What follows belongs to an exercise in optimizing a design on an open flow for small area; a production flow would make more cautious choices.
The RTL was checked by simulation tests, not by an equivalence proof against the original design.
Power is estimated from default activity; no workload was simulated.

// srcCore
module srcCore (
    input  logic                            Clock,
    input  logic                            rstN,
    input  logic                            req,
    input  logic [srcPkg::InstrWidth-1:0]   instr,
    output logic                            ack,
    output logic [srcPkg::InstrWidth-1:0]   result,
    output logic [srcPkg::RegAddrWidth-1:0] resultReg,
    output logic                            wrote,
    output logic                            branchTaken,
    output logic                            illegal
);
    logic [4:0] op;
    logic [3:0] ra, rb, rc;
    assign op = instr[31:27];
    assign ra = instr[26:23];
    assign rb = instr[22:19];
    assign rc = instr[18:15];
    logic isAdd, isSub, isAnd, isOr, isShr, isShra, isShl, isRor, isRol;
    logic isAddi, isAndi, isOri, isNeg, isNot, isBr;
    assign isAdd  = (op == 5'd3);
    assign isSub  = (op == 5'd4);
    assign isAnd  = (op == 5'd5);
    assign isOr   = (op == 5'd6);
    assign isShr  = (op == 5'd7);
    assign isShra = (op == 5'd8);
    assign isShl  = (op == 5'd9);
    assign isRor  = (op == 5'd10);
    assign isRol  = (op == 5'd11);
    assign isAddi = (op == 5'd12);
    assign isAndi = (op == 5'd13);
    assign isOri  = (op == 5'd14);
    assign isNeg  = (op == 5'd17);
    assign isNot  = (op == 5'd18);
    assign isBr   = (op == 5'd19);
    logic isShift, isImm, writes, isIll;
    assign isShift = isShr | isShra | isShl | isRor | isRol;
    assign isImm   = isAddi | isAndi | isOri;
    assign writes  = (op >= 5'd3 && op <= 5'd14) | isNeg | isNot;
    assign isIll   = !(writes | isBr);
    logic [2:0] phase;
    logic       clr;           
    logic       inPass;        
    logic       loadDone;      
    logic [3:0] loadCnt;       
    logic [4:0] amt;           
    logic       sgn;           
    logic       carry;
    logic       nz;            
    logic [3:0] x [8];         
    logic [3:0] prev;          
    logic [3:0] ring [16][8];
    logic run, passCyc, passEnd, loading, lastLoad;
    assign run      = req && !ack;
    assign passCyc  = run && (inPass || (phase == 3'd0 && (!isShift || loadDone)));
    assign passEnd  = passCyc && (phase == 3'd7);
    logic [3:0] addrA;
  ...
clock: 8.0 ns
lec_check: 0
abc_area: 1
cap_margin: 20
core_margin: 2
core_utilization: 40
slew_margin: 20
run.sh (not shown) runs the stock make flow with config.mk's settings and CLKGATE_MAP_FILE= SYNTH_SCRIPT=/design/flow/synth_recipe.tcl, a recipe that flattens the netlist after the stock synthesis.
Change:
Settings changed: CORE_UTILIZATION 40 to 60, CTS_BUF_LIST set to sky130_fd_sc_hd__clkbuf_16, CTS_CLUSTER_DIAMETER set to 100, CTS_CLUSTER_SIZE set to 30.
Wire length went down by about 0.4%.
Via count barely changes.
Sequential power is about the same.
Critical path depth is higher by 2.
Change:
Settings changed: ABC_AREA 1 to not set, CORE_UTILIZATION 60 to 40, CTS_BUF_LIST sky130_fd_sc_hd__clkbuf_16 to not set, CTS_CLUSTER_DIAMETER 100 to not set, CTS_CLUSTER_SIZE 30 to not set.
After rerunning: Routed wire length goes up by 6.6%; hold slack got worse by 0.018 ns; total power goes up by 27%; non-clock buffer count goes up by 24; clock skew goes up by 0.0049 ns; cell count goes up by 4.0%; synthesized area goes up by 3.2%; sequential share of layout area goes down by 6.6 points; flip-flop and latch count stays the same.


The RTL this note starts from:
==> flow/design.v <==
`default_nettype none
package srcPkg;
    localparam int InstrWidth   = 32;   
    localparam int RegCount     = 16;
    localparam int RegAddrWidth = 4;    
    localparam int ImmWidth     = 19;   
    localparam int OpcodeWidth  = 5;
    localparam logic [OpcodeWidth-1:0] OpAdd  = 5'd3;
    localparam logic [OpcodeWidth-1:0] OpSub  = 5'd4;
    localparam logic [OpcodeWidth-1:0] OpAnd  = 5'd5;
    localparam logic [OpcodeWidth-1:0] OpOr   = 5'd6;
    localparam logic [OpcodeWidth-1:0] OpShr  = 5'd7;
    localparam logic [OpcodeWidth-1:0] OpShra = 5'd8;
    localparam logic [OpcodeWidth-1:0] OpShl  = 5'd9;
    localparam logic [OpcodeWidth-1:0] OpRor  = 5'd10;
    localparam logic [OpcodeWidth-1:0] OpRol  = 5'd11;
    localparam logic [OpcodeWidth-1:0] OpAddi = 5'd12;
    localparam logic [OpcodeWidth-1:0] OpAndi = 5'd13;
    localparam logic [OpcodeWidth-1:0] OpOri  = 5'd14;
    localparam logic [OpcodeWidth-1:0] OpNeg    = 5'd17;   
    localparam logic [OpcodeWidth-1:0] OpNot    = 5'd18;
    localparam logic [OpcodeWidth-1:0] OpBranch = 5'd19;   
    typedef enum logic [3:0] {
        AluAdd, AluSub, AluAnd, AluOr,
        AluShr, AluShra, AluShl, AluRor, AluRol,
        AluNeg, AluNot,
        AluBranch,   
        AluNone      
    } AluOp;
    typedef enum logic [1:0] {
        CondZero    = 2'd0,
        CondNonzero = 2'd1,
        CondMinus   = 2'd2,
        CondPlus    = 2'd3
    } CondCode;
    typedef struct packed {
        AluOp                    aluOp;
        logic [RegAddrWidth-1:0] destReg;
        logic [InstrWidth-1:0]   opA;       
        logic [InstrWidth-1:0]   opB;       
        CondCode                 cond;
        logic                    writes;
        logic                    illegal;
    } DecodedOp;
    typedef struct packed {
        logic [InstrWidth-1:0]   value;
        logic [RegAddrWidth-1:0] destReg;
        logic                    writes;
        logic                    branchTaken;
        logic                    illegal;
    } ExecResult;
endpackage
`default_nettype wire
`default_nettype none
module srcCore (
    input  logic                            Clock,
    input  logic                            rstN,
    input  logic                            req,
    input  logic [srcPkg::InstrWidth-1:0]   instr,
    output logic                            ack,
    output logic [srcPkg::InstrWidth-1:0]   result,
    output logic [srcPkg::RegAddrWidth-1:0] resultReg,
    output logic                            wrote,
    output logic                            branchTaken,
    output logic                            illegal
);
    logic [4:0] op;
    logic [3:0] ra, rb, rc;
    assign op = instr[31:27];
    assign ra = instr[26:23];
    assign rb = instr[22:19];
    assign rc = instr[18:15];
    logic isAdd, isSub, isAnd, isOr, isShr, isShra, isShl, isRor, isRol;
    logic isAddi, isAndi, isOri, isNeg, isNot, isBr;
    assign isAdd  = (op == 5'd3);
    assign isSub  = (op == 5'd4);
    assign isAnd  = (op == 5'd5);
    assign isOr   = (op == 5'd6);
    assign isShr  = (op == 5'd7);
    assign isShra = (op == 5'd8);
    assign isShl  = (op == 5'd9);
    assign isRor  = (op == 5'd10);
    assign isRol  = (op == 5'd11);
    assign isAddi = (op == 5'd12);
    assign isAndi = (op == 5'd13);
    assign isOri  = (op == 5'd14);
    assign isNeg  = (op == 5'd17);
    assign isNot  = (op == 5'd18);
    assign isBr   = (op == 5'd19);
    logic isShift, isImm, writes, isIll, shLeft;
    assign isShift = isShr | isShra | isShl | isRor | isRol;
    assign isImm   = isAddi | isAndi | isOri;
    assign writes  = (op >= 5'd3 && op <= 5'd14) | isNeg | isNot;
    assign isIll   = !(writes | isBr);
    assign shLeft  = isShl | isRol;
    logic [2:0] phase;
    logic       clr;           
    logic       inPass;        
    logic       ld;            
    logic       rot2;          
    logic       loadDone;      
    logic [4:0] rotL;          
    logic       sgn;           
    logic       carry;
    logic       nz;            
    logic [3:0] x [8];         
    logic [3:0] prev;          
    logic [3:0] ring [16][8];
    logic run, passCyc, passEnd, loading, lastLoad;
    logic [2:0] rotG;
    logic [1:0] rotB;
    assign rotG     = rotL[4:2];
    assign rotB     = rotL[1:0];
    assign run      = req && !ack;
    assign passCyc  = run && (inPass || (phase == 3'd0 && (!isShift || loadDone)));
    assign passEnd  = passCyc && (phase == 3'd7);
    assign loading  = run && isShift && !loadDone && (ld || phase == 3'd0);
    assign lastLoad = loading && rot2 && (phase == ~rotG);
    logic [3:0] addrA;
    logic [3:0] dataA, dataB;
    assign addrA = isBr ? ra : rb;
    for (genvar i = 0; i < 4; i++) begin : rdLane
        logic [15:0] col;
        for (genvar r = 0; r < 16; r++) begin : c
            assign col[r] = ring[r][0][i];
        end
        mux16 muxA (.s(addrA), .d(col), .y(dataA[i]));
        mux16 muxB (.s(rc),    .d(col), .y(dataB[i]));
    end
    logic [7:0] window;
    logic [3:0] rotOut, shOut, below;
    logic       gLess, gEq, fillLeft, fillRight, fillVal;
    assign window    = {x[0], prev};
    assign gLess     = (!phase[2] & rotG[2]) |
                       ((phase[2] == rotG[2]) & ((!phase[1] & rotG[1]) |
                                                 ((phase[1] == rotG[1]) & !phase[0] & rotG[0])));
    assign gEq       = phase == rotG;
    assign fillLeft  = isShl;
    assign fillRight = (isShr | isShra) & (rotL != 5'd0);
    assign fillVal   = isShra & sgn;
    always_comb begin
        for (int i = 0; i < 4; i++) begin
            rotOut[i] = window[4 + i - rotB];
            below[i]  = gLess | (gEq & (2'(i) < rotB));
            if ((fillLeft & below[i]) | (fillRight & !below[i])) shOut[i] = fillVal;
            else                                               shOut[i] = rotOut[i];
        end
    end
    logic [3:0] amtLo;
    logic [3:0] negB;
    always_comb begin
        logic z;   
        z = 1'b1;
        for (int i = 0; i < 4; i++) begin
            negB[i] = dataB[i] ^ !z;
            z       = z & !dataB[i];
        end
    end
    assign amtLo = shLeft ? dataB : negB;
    logic [18:0] imm;
    logic [3:0]  immG, opB, addA, addB, logicOut, resG;
    logic        cin;
    logic [4:0]  sum;
    assign imm = instr[18:0];
    always_comb begin
        case (phase)
            3'd0:    immG = imm[3:0];
            3'd1:    immG = imm[7:4];
            3'd2:    immG = imm[11:8];
            3'd3:    immG = imm[15:12];
            3'd4:    immG = {imm[18], imm[18:16]};
            default: immG = {4{imm[18]}};
        endcase
    end
    assign opB = isImm ? immG : dataB;
    assign addA = isNeg ? ~dataA : dataA;
    assign addB = isNeg ? 4'd0 : (isSub ? ~opB : opB);
    assign cin  = (phase == 3'd0) ? (isSub | isNeg) : carry;
    always_comb begin
        logic c;
        c = cin;
        for (int i = 0; i < 4; i++) begin
            sum[i] = addA[i] ^ addB[i] ^ c;
            c      = (addA[i] & addB[i]) | (c & (addA[i] ^ addB[i]));
        end
        sum[4] = c;
    end
    always_comb begin
        if (isAnd | isAndi)    logicOut = dataA & opB;
        else if (isOr | isOri) logicOut = dataA | opB;
        else                   logicOut = ~dataA;
    end
    always_comb begin
        if (isAdd | isAddi | isSub | isNeg) resG = sum[3:0];
        else if (isShift)                   resG = shOut;
        else if (writes)                    resG = logicOut;
        else                                resG = 4'd0;   
    end
    logic anyA, brCond;
    assign anyA = ((phase != 3'd0) && nz) | (|dataA);
    always_comb begin
        case (instr[20:19])
            2'd0:    brCond = !anyA;
            2'd1:    brCond = anyA;
            2'd2:    brCond = dataA[3];
            default: brCond = !dataA[3];
        endcase
    end
    always_ff @(posedge Clock) begin
        if (!rstN) begin
            phase    <= 3'd0;
            clr      <= 1'b1;
            ack      <= 1'b0;
            inPass   <= 1'b0;
            ld       <= 1'b0;
            rot2     <= 1'b0;
            loadDone <= 1'b0;
        end else begin
            phase <= {phase[2] ^ (phase[1] & phase[0]), phase[1] ^ phase[0], !phase[0]};
            if (phase == 3'd7) clr <= 1'b0;
            if (passEnd) ack <= 1'b1;
            else if (!req) ack <= 1'b0;
            inPass   <= passCyc && !passEnd;
            ld       <= loading && !lastLoad;
            rot2     <= loading && !lastLoad && (rot2 || phase == 3'd7);
            loadDone <= run && (loadDone || lastLoad);
        end
    end
    always_ff @(posedge Clock) begin
        if (loading) begin
            if (phase == 3'd0) rotL[3:0] <= amtLo;
            if (phase == 3'd1) rotL[4]   <= shLeft ? dataB[0] : (!dataB[0] ^ (rotL[3:0] == 4'd0));
            if (phase == 3'd7) sgn       <= dataA[3];
        end
        carry <= sum[4];
        nz    <= anyA;
        if (loading || passCyc) begin
            for (int k = 0; k < 7; k++) x[k] <= x[k + 1];
            x[7] <= loading ? dataA : resG;
            prev <= x[0];
        end
        if (passEnd) begin
            resultReg   <= ra;
            wrote       <= writes;
            illegal     <= isIll;
            branchTaken <= isBr & brCond;
        end
    end
    logic [3:0] wdata;
    logic [3:0] ringIn [16];
    assign wdata = resG;
    for (genvar r = 0; r < 16; r++) begin : wr
        logic we, keep;
        assign we   = passCyc && writes && ra == 4'(r);
        assign keep = !we && !clr;   
        aoMux4 m (.s(we), .sn(keep), .a(wdata), .b(ring[r][0]), .y(ringIn[r]));
    end
    always_ff @(posedge Clock) begin
        for (int r = 0; r < 16; r++) begin
            for (int k = 0; k < 7; k++) ring[r][k] <= ring[r][k + 1];
            ring[r][7] <= ringIn[r];
        end
    end
    always_comb begin
        for (int k = 0; k < 8; k++) result[4*k +: 4] = x[k];
    end
endmodule
module mux16 (
    input  logic [3:0]  s,
    input  logic [15:0] d,
    output logic        y
);
    logic [3:0] m;
    for (genvar j = 0; j < 4; j++) begin : l1
        mux4 u (.s(s[1:0]), .d(d[4*j +: 4]), .y(m[j]));
    end
    mux4 u2 (.s(s[3:2]), .d(m), .y(y));
endmodule
module mux4 (
    input  logic [1:0] s,
    input  logic [3:0] d,
    output logic       y
);
    assign y = d[s];
endmodule
module aoMux4 (
    input  logic       s,
    input  logic       sn,
    input  logic [3:0] a,
    input  logic [3:0] b,
    output logic [3:0] y
);
    assign y = ({4{s}} & a) | ({4{sn}} & b);
endmodule
`default_nettype wire
clock: 8.0 ns
lec_check: 0
abc_area: 0
cap_margin: 20
core_margin: 2
core_utilization: 60
cts_buf_list: sky130_fd_sc_hd__clkbuf_8 sky130_fd_sc_hd__clkbuf_16
cts_cluster_diameter: 50
cts_cluster_size: 24
slew_margin: 20
synth_hierarchical: 1
synth_minimum_keep_size: 0
standard.sh (not shown) runs the stock make flow with config.mk's settings and CLKGATE_MAP_FILE= SYNTH_SCRIPT=/design/flow/synth_recipe.tcl, a recipe that flattens the netlist after the stock synthesis.
==> flow/flow/run.sh <==
#!/bin/bash
# Standard layout, with buf_1 as the port buffer cell.
set -e
export BUFFER_PORTS_ARGS="-buffer_cell sky130_fd_sc_hd__buf_1"
bash standard.sh > standard.log 2>&1
The baseline ran to the end with no violations.
Rerun with:
- CTS_BUF_LIST: sky130_fd_sc_hd__clkbuf_8 sky130_fd_sc_hd__clkbuf_16 -> sky130_fd_sc_hd__clkbuf_8
- CTS_CLUSTER_DIAMETER: 50 -> 60
- CTS_CLUSTER_SIZE: 24 -> 20
Effect:
- The new run passed the timing, design-rule and antenna checks
- worst hold slack improved by 0.0067 ns
- setup slack improved by 0.041 ns
- core utilization fell by 2.1 points
- fmax grows slightly
- wire length went down by a few percent
Rerun with:
- CORE_UTILIZATION: 60 -> 65
- CTS_CLUSTER_DIAMETER: 60 -> 40
- CTS_CLUSTER_SIZE: 20 -> 24
Effect:
- power went up by roughly a tenth
- wire length climbs by a little under a tenth
- cell area is higher by a few percent
Rerun with:
- CORE_UTILIZATION: 65 -> 60
- CTS_BUF_LIST: sky130_fd_sc_hd__clkbuf_8 -> sky130_fd_sc_hd__clkbuf_16
- CTS_CLUSTER_DIAMETER: 40 -> 45
- CTS_CLUSTER_SIZE: 24 -> 35
After rerunning:
- The changed run finished clean
- routed wire length shrinks by about 2.2%
- synthesized area stays the same
- first-iteration DRC count grows by 1.6%
- cell count shrinks by about 0.4%

==> what the ideal ports hide <==
The results above use ideal ports. As a check the final layouts listed here were re-extracted and re-timed, cells and wires unchanged.
Step 1 sets driving cells, clkbuf_16 on the clock port and buf_2 on the other inputs (assumed; they add their load-dependent delay and slew).
Step 2, shift: input delay + t, output delay - t, t = (earliest + latest rising clock arrival at the registers) / 2. This alone moves slack from input paths to output paths.
a / b / c = ideal ports / drivers / drivers and shift; a / b = the first two.
run | t, ns | setup WS [ns] | hold slack, ns | pins driven straight from the clock port
the first run of note 1 | 0.643 | 2.401 / 2.409 / 1.766 | 0.316 / 0.316 / 0.316 | 1
the second run of note 1 | 0.587 | 2.247 / 2.246 / 1.659 | 0.326 / 0.326 / 0.326 | 1
the third run of note 1 | 0.628 | 1.433 / 1.460 / 0.832 | 0.308 / 0.308 / 0.308 | 1
the first run of note 2 | 0.577 | 0.999 / 1.025 / 0.449 | 0.323 / 0.323 / 0.323 | 1
the second run of note 2 | 0.603 | 1.040 / 1.064 / 0.461 | 0.330 / 0.330 / 0.330 | 1
the third run of note 2 | 0.616 | 1.167 / 1.186 / 0.570 | 0.320 / 0.320 / 0.320 | 1
the fourth run of note 2 | 0.583 | 0.970 / 0.995 / 0.412 | 0.311 / 0.311 / 0.311 | 1
After both steps setup and hold are still met in every run listed. For the first run of note 1, which loses most, drivers alone change the setup slack by +0.008 ns; drivers and shift together by -0.635 ns.
